Source: an optimization exercise on an open RTL-to-GDS flow (aim: small area, a short achievable clock period and few clock cycles per item). Production flows keep margins and buffers that such runs may drop. At most, simulation tests tie the RTL to the original design; equivalence was not proved.

==> 10-01 <==
// series_eval_engine
module series_eval_engine #(
    parameter int WIDTH = 16,
    parameter int TERMS = 4
) (
    input  logic             clk,
    input  logic             rst,
    input  logic             start,
    input  logic [WIDTH-1:0] x,
    input  logic             coef_wr,
    input  logic [2:0]       coef_addr,
    input  logic [WIDTH-1:0] coef_data,
    output logic             busy,
    output logic             done,
    output logic [WIDTH-1:0] result,
    output logic             ovf
);
Settings: LEC_CHECK=0, CAP_MARGIN=20, CORE_MARGIN=2, CORE_UTILIZATION=40, SLEW_MARGIN=20; clock period 11.0 ns.
run.sh (not shown) runs the stock make flow with config.mk's settings and CLKGATE_MAP_FILE= SYNTH_SCRIPT=/design/flow/synth_recipe.tcl, a recipe that flattens the netlist after the stock synthesis.
==> inputs of 08-03, as changes to 10-01 <==
SYNTH_HIERARCHICAL = 1   (was unset)
==> results.txt <==
Multi-input gate area 52200 µm²; 1st-iter DRT viols about 2100; CORE AREA 154000 µm²; min setup slack post-route between 4 and 5 ns; signal buffers share of area under 10%; critical path required time 11.55 ns; Die Ht between 300 and 400 µm; outcome finished clean; initial antenna violation count 0; Hold Path Origin acc1_q[9]; cell area after layout about 66000 µm²
That was 08-03.
==> results.txt <==
outcome finished clean; highest routed layer met4; initial antenna violation count 2; commonest non-fill, non-tap cell in the layout inv_1; Die Ht 406 µm; min setup slack post-route 3.17 ns; 1st-iter DRT viols 1910; signal buffers share of area between 1.5 and 2%; cell area after layout 68900 µm²; critical path required time 11.51 ns; Multi-input gate area 49600 µm²; gr usage total 20.2%; Hold Path Origin w1d_q[6]; Setup CP Type flip-flop to flip-flop
That was 10-01.
Testbench counts of 10-01, summed over its fixed seeds: cycles 1,712, items 1,536.
Testbench counts of 08-03, summed over its fixed seeds: cycles 1,712, items 1,536.


==> cedar: inputs <==
series_eval_engine, a different RTL version from the one above (not shown whole).
Settings: LEC_CHECK=0, CAP_MARGIN=20, CORE_MARGIN=2, CORE_UTILIZATION=65, SLEW_MARGIN=20, SYNTH_HIERARCHICAL=1; clock period 11.0 ns.
standard.sh (not shown) runs the stock make flow with config.mk's settings and CLKGATE_MAP_FILE= SYNTH_SCRIPT=/design/flow/synth_recipe.tcl, a recipe that flattens the netlist after the stock synthesis.
==> flow/flow/run.sh <==
#!/bin/bash
set -euo pipefail
export SETUP_SLACK_MARGIN=7
bash standard.sh > standard_flow.log 2>&1
==> inputs of tundra, as changes to cedar <==
==> flow/run.sh (new file) <==
#!/bin/bash
# synth_recipe.tcl (not shown) runs the flow's synth.tcl, then flattens the netlist and writes it again
# the make line also repeats each setting of config.mk as NAME=value (left out here)
make -C /OpenROAD-flow-scripts/flow DESIGN_CONFIG=/design/flow/config.mk WORK_HOME=/design/flow/orfs CLKGATE_MAP_FILE= SYNTH_SCRIPT=/design/flow/synth_recipe.tcl finish
Settings changed: CAP_MARGIN 20 to 50, SLEW_MARGIN 20 to 75.
removed: flow/flow/run.sh
removed: flow/standard.sh
==> inputs of ember, as changes to cedar <==
==> flow/run.sh (new file) <==
#!/bin/bash
# synth_recipe.tcl (not shown) runs the flow's synth.tcl, then flattens the netlist and writes it again
# the make line also repeats each setting of config.mk as NAME=value (left out here)
make -C /OpenROAD-flow-scripts/flow DESIGN_CONFIG=/design/flow/config.mk WORK_HOME=/design/flow/orfs CLKGATE_MAP_FILE= SYNTH_SCRIPT=/design/flow/synth_recipe.tcl finish
removed: flow/flow/run.sh
removed: flow/standard.sh
==> results.txt <==
|  | tundra | ember | cedar |
|---|---|---|---|
| Outcome | no timing/DRC/antenna violations | no timing/DRC/antenna violations | no timing/DRC/antenna violations |
| Reg area | 9120 µm² | 8830 µm² | 9690 µm² |
| Number of antenna violations at the first check in global routing | 4 | 4 | 3 |
| Multi-input logic cell count | 4550 | 4550 | 4558 |
| Fraction of layout instances using a drive strength above 1 | 0.293 | 0.268 | 0.445 |
| Max Freq | 0.196 GHz | 0.185 GHz | 0.209 GHz |
| Placed Instances | 6714 | 6681 | 6506 |
| R2R setup slack | 5.89 ns | 5.61 ns | 6.21 ns |
| R2r worst-path depth | 18 | 16 | 14 |
| Global-route wire length before repair | 257 mm | 253 mm | 307 mm |
No functional check of the RTL was part of any run of this note.


==> run A: inputs <==
series_eval_engine, a different RTL version from the one above (not shown whole).
## series_eval_engine
module series_eval_engine #(
    parameter int WIDTH = 16,
    parameter int TERMS = 4
) (
    input  logic             clk,
    input  logic             rst,
    input  logic             start,
    input  logic [WIDTH-1:0] x,
    input  logic             coef_wr,
    input  logic [2:0]       coef_addr,
    input  logic [WIDTH-1:0] coef_data,
    output logic             busy,
    output logic             done,
    output logic [WIDTH-1:0] result,
    output logic             ovf
);
==> flow/config.mk <==
export PLATFORM = sky130hd
export DESIGN_NAME = series_eval_engine
export DESIGN_NICKNAME = series_eval_engine
export VERILOG_FILES = /design/flow/design.v
export SDC_FILE = /design/flow/constraint.sdc
export NUM_CORES = 4
export LEC_CHECK = 0
export CAP_MARGIN = 20
export CORE_MARGIN = 2
export CORE_UTILIZATION = 65
export SLEW_MARGIN = 20
export SYNTH_HIERARCHICAL = 1
==> flow/constraint.sdc <==
create_clock -name core_clock -period 11.0 [get_ports {clk}]
set_input_delay 2.2000 -clock core_clock [delete_from_list [all_inputs] [get_ports {clk}]]
set_output_delay 2.2000 -clock core_clock [all_outputs]
set_load 0.01 [all_outputs]
==> flow/flow/run.sh <==
#!/bin/bash
# The standard layout, except that the port buffers are buf_4 cells
# (buffer_ports otherwise picks a slow delay buffer, which then sets the
# period through the output paths).
set -euo pipefail
export BUFFER_PORTS_ARGS="-buffer_cell sky130_fd_sc_hd__buf_4"
bash standard.sh > standard_flow.log 2>&1
==> inputs of run K, as changes to run A <==
==> flow/run.sh (new file) <==
#!/bin/bash
# synth_recipe.tcl (not shown) runs the flow's synth.tcl, then flattens the netlist and writes it again
# the make line also repeats each setting of config.mk as NAME=value (left out here)
make -C /OpenROAD-flow-scripts/flow DESIGN_CONFIG=/design/flow/config.mk WORK_HOME=/design/flow/orfs CLKGATE_MAP_FILE= SYNTH_SCRIPT=/design/flow/synth_recipe.tcl finish
removed: flow/flow/run.sh
removed: flow/standard.sh
==> comparison <==
Run A finished with timing, DRC and antenna clean. Run K produced a clean layout.
In run A the utilization is lower than in run K, by 0.47 points.
Against run A, the sequential share of layout area of run K is lower by 0.17 points.
Against run A, the clock skew of run K is lower by 0.0018 ns.
In run A the final area is smaller than in run K, by 0.66%.
No run of this note included a check of the RTL's function; only the layout flow was run.


==> inputs of 01-18 <==
Another version of the RTL of series_eval_engine (not shown whole).
export LEC_CHECK = 0
export CAP_MARGIN = 60
export CORE_MARGIN = 2
export CORE_UTILIZATION = 75
export CTS_CLUSTER_DIAMETER = 60
export CTS_CLUSTER_SIZE = 40
export SLEW_MARGIN = 85
export SYNTH_HIERARCHICAL = 1
create_clock -name core_clock -period 11.0 [get_ports {clk}]
==> flow/flow/run.sh <==
#!/bin/bash
# The standard layout, except that the port buffers are buf_4 cells
# (buffer_ports otherwise picks a slow delay buffer, which then sets the
# period through the output paths).
set -euo pipefail
export BUFFER_PORTS_ARGS="-buffer_cell sky130_fd_sc_hd__buf_4"
bash standard.sh > standard_flow.log 2>&1
==> 05-23: changes against 01-18 <==
CAP_MARGIN = 50   (was 60)
CTS_CLUSTER_DIAMETER = 100   (was 60)
CTS_CLUSTER_SIZE = 30   (was 40)
SLEW_MARGIN = 75   (was 85)
==> comparison <==
In 01-18 the worst setup slack is worse than in 05-23, by 0.053 ns. Via count: 01-18 is higher than 05-23 (9.4%). Against 01-18, the global-route usage of 05-23 is lower by 3.7 points. 01-18 completed with no timing, DRC or antenna violations. 05-23 passed the timing, design-rule and antenna checks. Clock-buffer cell count: 05-23 is lower than 01-18 (20). Between 01-18 and 05-23, the lower first-iteration DRC count is in 05-23 (gap about 44%, measured against 05-23).
Testbench counts of 01-18, summed over its fixed seeds: cycles 1,752, items 1,536.
Testbench counts of 05-23, summed over its fixed seeds: cycles 1,752, items 1,536.


==> inputs of v34 <==
Starting RTL as in the previous note.
Settings: LEC_CHECK=0, CAP_MARGIN=50, CORE_MARGIN=2, CORE_UTILIZATION=65, SLEW_MARGIN=75, SYNTH_HIERARCHICAL=1; clock period 11.0 ns.
Scripts as last shown in full above: flow/flow/run.sh
==> v11 (differences from v34) <==
CORE_UTILIZATION = 82   (was 65)
CTS_CLUSTER_DIAMETER = 60   (was not set)
CTS_CLUSTER_SIZE = 40   (was not set)
==> comparison <==
v11 completed without violations. v34 went through all stages and came out clean.
In v11 the first-iteration DRC count is higher than in v34, by about 50%.
In v34 the via count is smaller than in v11, by about 5%.
Of v34 and v11, v34 has the higher die area (gap about 26%, measured against v11).
Against v11, the core utilization of v34 is lower by 16 points.
Testbench counts of v34, summed over its fixed seeds: cycles 1,752, items 1,536.
Testbench counts of v11, summed over its fixed seeds: cycles 1,752, items 1,536.


==> job 6088 <==
series_eval_engine, a different RTL version from the one above (not shown whole).
==> flow/config.mk <==
export PLATFORM = sky130hd
export DESIGN_NAME = series_eval_engine
export DESIGN_NICKNAME = series_eval_engine
export VERILOG_FILES = /design/flow/design.v
export SDC_FILE = /design/flow/constraint.sdc
export NUM_CORES = 4
export LEC_CHECK = 0
export CAP_MARGIN = 20
export CORE_MARGIN = 2
export CORE_UTILIZATION = 40
export SLEW_MARGIN = 20
export SYNTH_HIERARCHICAL = 1
==> flow/constraint.sdc <==
create_clock -name core_clock -period 11.0 [get_ports {clk}]
set_input_delay 2.2000 -clock core_clock [delete_from_list [all_inputs] [get_ports {clk}]]
set_output_delay 2.2000 -clock core_clock [all_outputs]
set_load 0.01 [all_outputs]
run.sh (not shown) runs the stock make flow with config.mk's settings and CLKGATE_MAP_FILE= SYNTH_SCRIPT=/design/flow/synth_recipe.tcl, a recipe that flattens the netlist after the stock synthesis.
Stock flow here: none of the scripts above is used.
==> job 1219: changes against job 6088 <==
- SETUP_SLACK_MARGIN: unset -> 5
==> comparison table <==
| metric | job 6088 | job 1219 |
|---|---|---|
| Global Route met2 Usage | 35.38% | 35.38% |
| Non-clock buffering overhead in the final layout | 1.614% | 1.614% |
| Measured slew at the worst slew-check pin | 968.3 ps | 968.3 ps |
| Clock buffer count from CTS | 47 | 47 |
| Hold Crit Class | flop to flop | flop to flop |
| DRT iter0 DRCs | 2,262 | 2,262 |
| Place WS | 5288 ps | 5288 ps |
| Clock-cell share of area | 2.502% | 2.502% |
| Leading cell type in the layout, fill and taps excluded | sky130_fd_sc_hd__fa_1 | sky130_fd_sc_hd__fa_1 |
| Count of H-tree levels built during CTS | 2 | 2 |
| Per-cell via count in the routed design | 5.260 | 5.260 |
| Async set-reset flop share out of synthesis | 21.07% | 21.07% |
| Outcome | finished clean | finished clean |
| Multiplexer fraction of the synthesized cell area | 1.287% | 1.287% |
| I/O pin cnt | 58 | 58 |
| Final design area excluding fillers | 0.06651 sq mm | 0.06651 sq mm |
| Dominant cell by count in the synthesized netlist | sky130_fd_sc_hd__fa_1 | sky130_fd_sc_hd__fa_1 |
| Share of the core filled with cells | 43.02% | 43.02% |
| Area share of fa/ha/maj cells after synthesis | 56.02% | 56.02% |
No functional check of the RTL was part of any run of this note.

==> separate check: timing with driven ports <==
No port has a modelled driver above. Below, the same layouts with a new extraction and two added sets of constraints.
Step 1, drivers: a clkbuf_16 drives clk and a buf_2 each remaining input, both assumed.
Step 2 adds t to the input delays and takes it off the output delays; t is the mean of the earliest and latest rising clock arrival at the registers after step 1. Input paths then give back, and output paths get back, about the clock's delay inside the block.
Three values: ideal, step 1, step 2; two values: the first two.
| run | shift t [ns] | setup WS [ns] | worst setup path at the end | worst slew at a driven data input, ns |
|---|---|---|---|---|
| 10-01 | 0.696 | 3.168 / 3.168 / 3.168 | register to register | 0.14 |
| 08-03 | 0.706 | 4.479 / 4.479 / 4.479 | register to register | 0.05 |
| cedar | 0.736 | 6.214 / 6.214 / 6.214 | register to register | 0.07 |
| tundra | 0.702 | 5.892 / 5.892 / 5.892 | register to register | 0.08 |
| ember | 0.713 | 5.609 / 5.609 / 5.609 | register to register | 0.07 |
| run A | 0.776 | 7.307 / 7.307 / 7.307 | register to register | 0.07 |
| run K | 0.774 | 7.041 / 6.964 / 7.034 | input, reset recovery | 0.07 |
| 01-18 | 0.756 | 7.551 / 7.477 / 7.600 | register to register | 0.06 |
| 05-23 | 0.706 | 7.605 / 7.533 / 7.672 | register to register | 0.04 |
| v34 | 0.765 | 7.559 / 7.483 / 7.702 | register to register | 0.04 |
| v11 | 0.746 | 7.429 / 7.429 / 7.429 | register to register | 0.05 |
| job 6088 | 0.697 | 5.304 / 5.304 / 5.304 | register to register | 0.08 |
| job 1219 | 0.697 | 5.304 / 5.304 / 5.304 | register to register | 0.08 |
After both steps setup and hold are still met in every run listed. For run K, which loses most, drivers alone change the setup slack by -0.077 ns; drivers and shift together by -0.007 ns. Setup slack includes reset recovery checks.
